Background: an optimization exercise with open tools, aiming at a short achievable clock period and few clock cycles per item. Do not read the settings as production practice.
Only simulation tests tie the RTL to the original design; equivalence was not proved.
Power figures rest on the tool's default switching activity, not on a simulated workload.

**flow/config.mk**
```make
export PLATFORM = sky130hd
export DESIGN_NAME = hub75_output
export DESIGN_NICKNAME = hub75_output
export VERILOG_FILES = /design/flow/design.v
export SDC_FILE = /design/flow/constraint.sdc
export NUM_CORES = 4
export LEC_CHECK = 0
export CAP_MARGIN = 20
export CORE_MARGIN = 2
export CORE_UTILIZATION = 40
export SLEW_MARGIN = 20
```
**flow/constraint.sdc**
```tcl
create_clock -name core_clock -period 5.0 [get_ports {clk_in}]
set_input_delay 1.0000 -clock core_clock [delete_from_list [all_inputs] [get_ports {clk_in}]]
set_output_delay 1.0000 -clock core_clock [all_outputs]
set_load 0.01 [all_outputs]
```
**flow/design.v**
```verilog
package pov_pkg;
   typedef struct packed {
      logic [3-1:0] blue;
      logic [3-1:0] green;
      logic [3-1:0] red;
   } pixel_t;
   typedef struct packed {
      logic [64*3*3-1:0] lower;
      logic [64*3*3-1:0] upper;
   } column_pair_t;
   typedef struct packed {
      logic blue;
      logic green;
      logic red;
   } rgb_bits_t;
   typedef logic [($clog2(3))-1:0] plane_t;       
   typedef logic [($clog2(64))-1:0]   pixel_idx_t;   
endpackage
`timescale 1ns/1ps
module column_buffer (
   input  logic                     clk_in,
   input  logic                     rst_in,
   input  logic                     load,
   input  logic                     frame_done,
   input  pov_pkg::column_pair_t    column_data,
   input  logic [($clog2(32))-1:0]   address_data,
   output pov_pkg::column_pair_t    column_pair,
   output logic [($clog2(32))-1:0]   hub75_address
);
   logic busy;   
   always_ff @(posedge clk_in) begin
      if (load) begin
         column_pair <= column_data;
      end
   end
   always_ff @(posedge clk_in) begin
      if (rst_in) begin
         hub75_address <= '0;
      end else if (load) begin
         hub75_address <= address_data;   
      end
   end
   always_ff @(posedge clk_in) begin
      if (rst_in) begin
         busy <= 1'b0;
      end else if (load) begin
         busy <= 1'b1;
      end else if (frame_done) begin
         busy <= 1'b0;
      end
   end
endmodule
`timescale 1ns/1ps
module bcm_plane_select (
   input  pov_pkg::column_pair_t  column_pair,
   input  pov_pkg::pixel_idx_t    pixel_idx,
   input  pov_pkg::plane_t        plane,
   output pov_pkg::rgb_bits_t     rgb0,
   output pov_pkg::rgb_bits_t     rgb1
);
   logic [8:0] px_upper;   
   logic [8:0] px_lower;
   assign px_upper = column_pair.upper[pixel_idx * 9 +: 9];
   assign px_lower = column_pair.lower[pixel_idx * 9 +: 9];
   always_comb begin
      rgb0 = '0;
      rgb1 = '0;
      if (plane < 3) begin
         rgb0 = {px_upper[6 + plane], px_upper[3 + plane], px_upper[plane]};   
         rgb1 = {px_lower[6 + plane], px_lower[3 + plane], px_lower[plane]};   
      end
   end
endmodule
`timescale 1ns/1ps
module bcm_period_timer (
   input  logic             clk_in,
   input  logic             rst_in,
   input  logic             period_start,
   input  pov_pkg::plane_t  plane,
   output logic             period_last
);
   localparam int COUNT_W = ($clog2((10 << (3 - 1)) + 1));
   typedef logic [COUNT_W-1:0] count_t;
   count_t count;     
   logic   running;
   assign running     = (count != '0);
   assign period_last = (count == count_t'(1));   
   always_ff @(posedge clk_in) begin
      if (rst_in) begin
         count <= '0;
      end else if (period_start) begin
         count <= count_t'(10 << plane);
      end else if (running) begin
         count <= count - 1'b1;
      end
   end
endmodule
`timescale 1ns/1ps
module hub75_scan_ctrl (
   input  logic                 clk_in,
   input  logic                 rst_in,
   input  logic                 tvalid,
   output logic                 tready,
   output logic                 tlast,
   output logic                 load,
   output pov_pkg::pixel_idx_t  pixel_idx,
   output pov_pkg::plane_t      plane,
   output logic                 period_start,
   input  logic                 period_last,
   output logic                 led_clk,
   output logic                 led_latch,
   output logic                 led_blank
);
   typedef enum logic [1:0] {
      ST_IDLE,
      ST_SHIFT,
      ST_LATCH,
      ST_DISPLAY
   } state_t;
   localparam pov_pkg::pixel_idx_t LAST_PIXEL = pov_pkg::pixel_idx_t'(64 - 1);
   localparam pov_pkg::plane_t     LAST_PLANE = pov_pkg::plane_t'(3 - 1);
   state_t state;
   state_t state_next;
   logic   last_pixel;
   logic   last_plane;
   logic   plane_done;
   assign last_pixel = (pixel_idx == LAST_PIXEL);
   assign last_plane = (plane == LAST_PLANE);
   assign plane_done = (state == ST_DISPLAY) && period_last;
   assign tready       = (state == ST_IDLE);
   assign load         = tready && tvalid;
   assign tlast        = plane_done && last_plane;
   assign period_start = (state == ST_LATCH);   
   always_comb begin
      state_next = state;
      case (state)
         ST_IDLE: begin
            if (load) begin
               state_next = ST_SHIFT;
            end
         end
         ST_SHIFT: begin
            if (last_pixel) begin
               state_next = ST_LATCH;
            end
         end
         ST_LATCH: begin
            state_next = ST_DISPLAY;
         end
         ST_DISPLAY: begin
            if (period_last) begin
               state_next = last_plane ? ST_IDLE : ST_SHIFT;
            end
         end
         default: state_next = ST_IDLE;
      endcase
   end
   always_ff @(posedge clk_in) begin
      if (rst_in) begin
         state     <= ST_IDLE;
         pixel_idx <= '0;
         plane     <= '0;
         led_latch <= 1'b0;
         led_blank <= 1'b1;
      end else begin
         state     <= state_next;
         led_latch <= (state_next == ST_LATCH);
         led_blank <= (state_next != ST_DISPLAY);   
         if (state == ST_SHIFT) begin
            pixel_idx <= last_pixel ? '0 : pixel_idx + 1'b1;
         end
         if (plane_done) begin
            plane <= last_plane ? '0 : plane + 1'b1;   
         end
      end
   end
   always_ff @(posedge clk_in) begin
      if (rst_in) begin
         led_clk <= 1'b0;
      end else begin
         led_clk <= (state_next == ST_SHIFT);
      end
   end
endmodule
`timescale 1ns/1ps
module hub75_output (
   input  logic                     clk_in,
   input  logic                     rst_in,
   input  pov_pkg::column_pair_t    column_data,
   input  logic [($clog2(32))-1:0]   address_data,
   input  logic                     tvalid,
   output logic                     tready,
   output logic                     tlast,
   output pov_pkg::rgb_bits_t       rgb0,
   output pov_pkg::rgb_bits_t       rgb1,
   output logic                     led_clk,
   output logic                     led_latch,
   output logic                     led_blank,
   output logic [($clog2(32))-1:0]   hub75_address
);
   logic                   load;
   logic                   period_start;
   logic                   period_last;
   pov_pkg::pixel_idx_t    pixel_idx;
   pov_pkg::plane_t        plane;
   pov_pkg::column_pair_t  column_pair;   
   hub75_scan_ctrl u_ctrl (
      .clk_in       (clk_in),
      .rst_in       (rst_in),
      .tvalid       (tvalid),
      .tready       (tready),
      .tlast        (tlast),
      .load         (load),
      .pixel_idx    (pixel_idx),
      .plane        (plane),
      .period_start (period_start),
      .period_last  (period_last),
      .led_clk      (led_clk),
      .led_latch    (led_latch),
      .led_blank    (led_blank)
   );
   column_buffer u_buffer (
      .clk_in        (clk_in),
      .rst_in        (rst_in),
      .load          (load),
      .frame_done    (tlast),   
      .column_data   (column_data),
      .address_data  (address_data),
      .column_pair   (column_pair),
      .hub75_address (hub75_address)
   );
   bcm_plane_select u_select (
      .column_pair (column_pair),
      .pixel_idx   (pixel_idx),
      .plane       (plane),
      .rgb0        (rgb0),
      .rgb1        (rgb1)
   );
   bcm_period_timer u_timer (
      .clk_in       (clk_in),
      .rst_in       (rst_in),
      .period_start (period_start),
      .plane        (plane),
      .period_last  (period_last)
   );
endmodule
```
**flow/run.sh**
```bash
#!/bin/bash
# synth_recipe.tcl (not shown) runs the flow's synth.tcl, then flattens the netlist and writes it again
# the make line also repeats each setting of config.mk as NAME=value (left out here)
make -C /OpenROAD-flow-scripts/flow DESIGN_CONFIG=/design/flow/config.mk WORK_HOME=/design/flow/orfs CLKGATE_MAP_FILE= SYNTH_SCRIPT=/design/flow/synth_recipe.tcl finish
```
==> impl_results.md <==
* Number of fill cells at 8511
* Yosys reg bits at between 1000 and 1500
* Final HPWL DP at 136 mm
* FF+latch area at 0.0351 mm²
* Max cap viols at 0
* Worst slew pin tran at 0.866 ns
* Initial antenna violation count at 91
* Synth Area in Adders at 0.111%
* Avg Inst Size Synth at 23.6 µm²
* Peak supply drop at 0.305 mV
* Post-synthesis share of cell area spent on xor and xnor gates at 0.136%
* Ys async rst share at 0%
* Top-area cell type share of the netlist area at 76.9%
* Final Setup Violations at 0
* Final Hold Vio Count at 0
* Vias in the first global route at ~28000
* Max clock buf depth at 3
* Drt total wl at ~170 mm
* Worst-path clk slew at 0.05 ns
* Largest family of logic cells by synthesized area: multiplexers
* Most common cell in the netlist: edfxtp_1
* Share of layout cells above drive strength 1 at 18.7%
* Post-synthesis sequential area ratio at 77.9%
* PwrDens at between 300 and 400 mW/mm²
* DRT iter0 DRCs at between 2000 and 3000
* WP data arrival at 3.91 ns
* Drt drc at 0
* Logic pwr share at roughly a tenth
* Die ar. at 0.115 mm²
* Root Buffer: clkbuf_16
* Sw Pwr at about 5 mW
* Clock Power Share at between 40% and 50%
* Req. time, crit path at 4.00 ns
* Synthesized area at 0.0450 mm²
* Top cells by area, synth: edfxtp_1 77%, mux4_2 15%, dfxtp_1 1.1%
* DR vias/cell at 5.46
* Starting Density at about two fifths
* Clock Sinks at between 1000 and 1500
* Area Overhead vs Synth at 41.8%
* Flop pwr share at between 50% and 60%
* Worst-skew pair later-pin latency at 0.74 ns
* PortBufs at approximately 1200
* Row Count at 123
* Simple-gate share of the synthesized area at roughly 1.1%
* Fmax at 0.204 GHz
* First-pass GRT wire length at 233 mm
* Status: no timing/DRC/antenna violations
* WL per Instance at 35.6 µm
* Multi-input logic area at 0.00932 mm²
* Area leader, netlist: edfxtp_1
* CTS Buf Count at ~130
* Hold Path Class: flip-flop to flip-flop
* Crit start category: flip-flop
* Lkg Pwr at 20.9 nW
* Clk_skew at 0.0148 ns
* Pre-CTS WS at 0.279 ns
* DR pass1 iterations at 7
* Normalized max-slew margin at 42.2%
* Slew Viols, Final at 0
* H-tree Lvls at 4
* Most instantiated cells after synthesis: 1152 x edfxtp_1, 291 x mux4_2, 39 x a22oi_1, 39 x mux2i_1, 30 x nor2_1
* Switching Fraction at 21.6%
* Die Ht at 339 µm
* Setup ws final at 0.0894 ns
* Final Hold Slack at 0.497 ns
* Synthesis warning total at 4
* Crit-path max FO at 11
* EDFF count, synth at 1152
* Power, Total at between 20 and 25 mW
* Post-synthesis cell count at between 1500 and 2000
* Final net count at 4391
* Synth Area in Compound Gates at 2.65%
* CTS tree: done
* CP endpoint kind: output pin
* Die width at 339 µm
* Largest net degree at the start of global routing at 124
* DR vias at 26600
* Post-route ant nets at 0
* Gr ovfl total at 0
* Top_reg_cell synth: edfxtp_1
* Netlist cell types at 57
* Core Box Area at around 0.11 mm²
* WS Path Type: flip-flop to output pin
* Internal power at 18.5 mW
* IO Pins at between 1000 and 1500
* Mux contribution to synthesized area at 16.3%
* CTS Hold Buffers Added at 0
* All-Layer GR Usage at ~30%
* Final Wtd Congestion at 0.932
* Final worst-path cycle share at 98.2%
* Tmin final at 4.91 ns
* Syn Nets at 3073
[worst max-delay path, stage by stage, from the launching register on]
cell	delay (ns)
dfxtp_4	0.46
buf_16	0.22
buf_16	0.18
mux4_2	0.50
a22o_1	0.28
a221oi_4	0.26
buf_4	0.16
o22ai_1	0.09
o21ai_2	0.27
nand3_2	0.18
clkdlybuf4s50_1	0.52
[state kept, by name, indices dropped and copies added (netlist names)]
| register | flops |
|---|---|
| u_timer.count | 6 |
| u_ctrl.led_clk | 1 |
| u_ctrl.led_latch | 1 |
| u_ctrl.plane | 2 |
| u_ctrl.pixel_idx | 6 |
| u_ctrl.led_blank | 1 |
| u_buffer.column_pair | 1152 |
| u_buffer.hub75_address | 5 |
| u_ctrl.state | 2 |
[metrics by stage]
stage          instances  utilization, %  cell area [µm²]  setup TNS (ns)
3_3_place_gp        4586            52.8            59100               0
5_1_grt             4860            56.9            63800       -0.000370
2_1_floorplan       1909               -            45000               0
6_report            4871            57.0            63800               0
4_1_cts             4825            56.9            63700               0
3_5_place_dp        4586            52.8            59100               0
[cells in the final DEF (no fill, tap or decap), types with 20 or more instances in the layout]
master           count
a21oi_1             29
a22oi_1             39
buf_12              28
buf_4               67
clkbuf_1            28
clkbuf_16          138
clkdlybuf4s50_1   1172
clkinv_1            29
dfxtp_1             20
diode_2             46
edfxtp_1          1152
mux2i_1             37
mux4_2             291
nand2_1             20
nor2_1              28
[metal layers]
layer / up-vias / share of wire (%) / track usage (%)
met5: - / 0.17 / 0
met4: 46 / 3.2 / 10.7
met3: 305 / 8.1 / 8.05
met2: 1439 / 53 / 53.1
met1: 13900 / 35 / 34.3
li1: 11000 / - / -
[power groups by stage]
stage	clock network (mW)	registers [mW]	logic [mW]
finish	9.46	11.8	2.27
global route	10.0	11.9	2.38
CTS	9.60	11.8	2.28
detailed placement	0	12.0	2.23
global placement	0	12.0	2.19
floorplan	0	12.0	0.843
[worst paths after layout]
| check | startpoint | endpoint | slack (ns) | cells past startpoint |
|---|---|---|---|---|
| max | u_ctrl.pixel_idx[0] | rgb1[2] | 0.09 | 10 |
| min | u_buffer.hub75_address[3] | u_buffer.hub75_address[3] | 0.50 | 2 |
| max reg2reg | u_ctrl.pixel_idx[4] | u_ctrl.led_clk | 2.51 | 8 |
| min reg2reg | u_buffer.hub75_address[3] | u_buffer.hub75_address[3] | 0.50 | 2 |
[what timing repair did]
action,in CTS,in global routing
endpoints found under the hold margin,0,0
pin swaps,2,0
buffers inserted,2,0
gates cloned,6,0
gates resized for setup,35,3
endpoints found under the setup margin,6,2
[cells by family after synthesis]
kind of cell	count (synthesis)
simple gates	102
buf+inv	107
mux	351
fa+ha+maj	4
xor+xnor	7
compound gates	162
flops	1176
[final cells by class]
cell class / count / share of cell area (%)
well taps: 1500 / 2.94
clock buffers: 167 / 5.60
repair buffers: 1286 / 20.7
multi-input cells: 626 / 14.6
inverters: 6 / 0.0353
clock inverters: 64 / 0.945
diodes: 46 / 0.180
flip-flops and latches: 1176 / 55.0
Testbench counts, summed over its fixed seeds: cycles 85,120, items 320.

static timing again, ports no longer ideal:
The flow's constraints put no driver on any port. The routed layout listed below was extracted and timed again, unchanged, in two steps. Step 1 (the two cells are an assumption about what drives the block):
set clk [get_ports {clk_in}]
set_driving_cell -lib_cell sky130_fd_sc_hd__clkbuf_16 $clk
set_driving_cell -lib_cell sky130_fd_sc_hd__buf_2 [delete_from_list [all_inputs] $clk]
Step 2 times the ports against the registers' clock, not the clock port: input delays grow and output delays shrink by t, the midpoint of the rising clock arrivals with the driver on. Three values: no drivers, after step 1, after step 2; two values: the first two.
t (ns): 0.798
setup slack, ns: 0.089 / 0.024 / 0.822
worst hold slack (ns): 0.497 / 0.497 / 0.497
worst setup path at the end: register to output
After both steps setup and hold are still met in this run. The setup slack of this run moves by -0.065 ns with the drivers and by +0.733 ns with both steps.
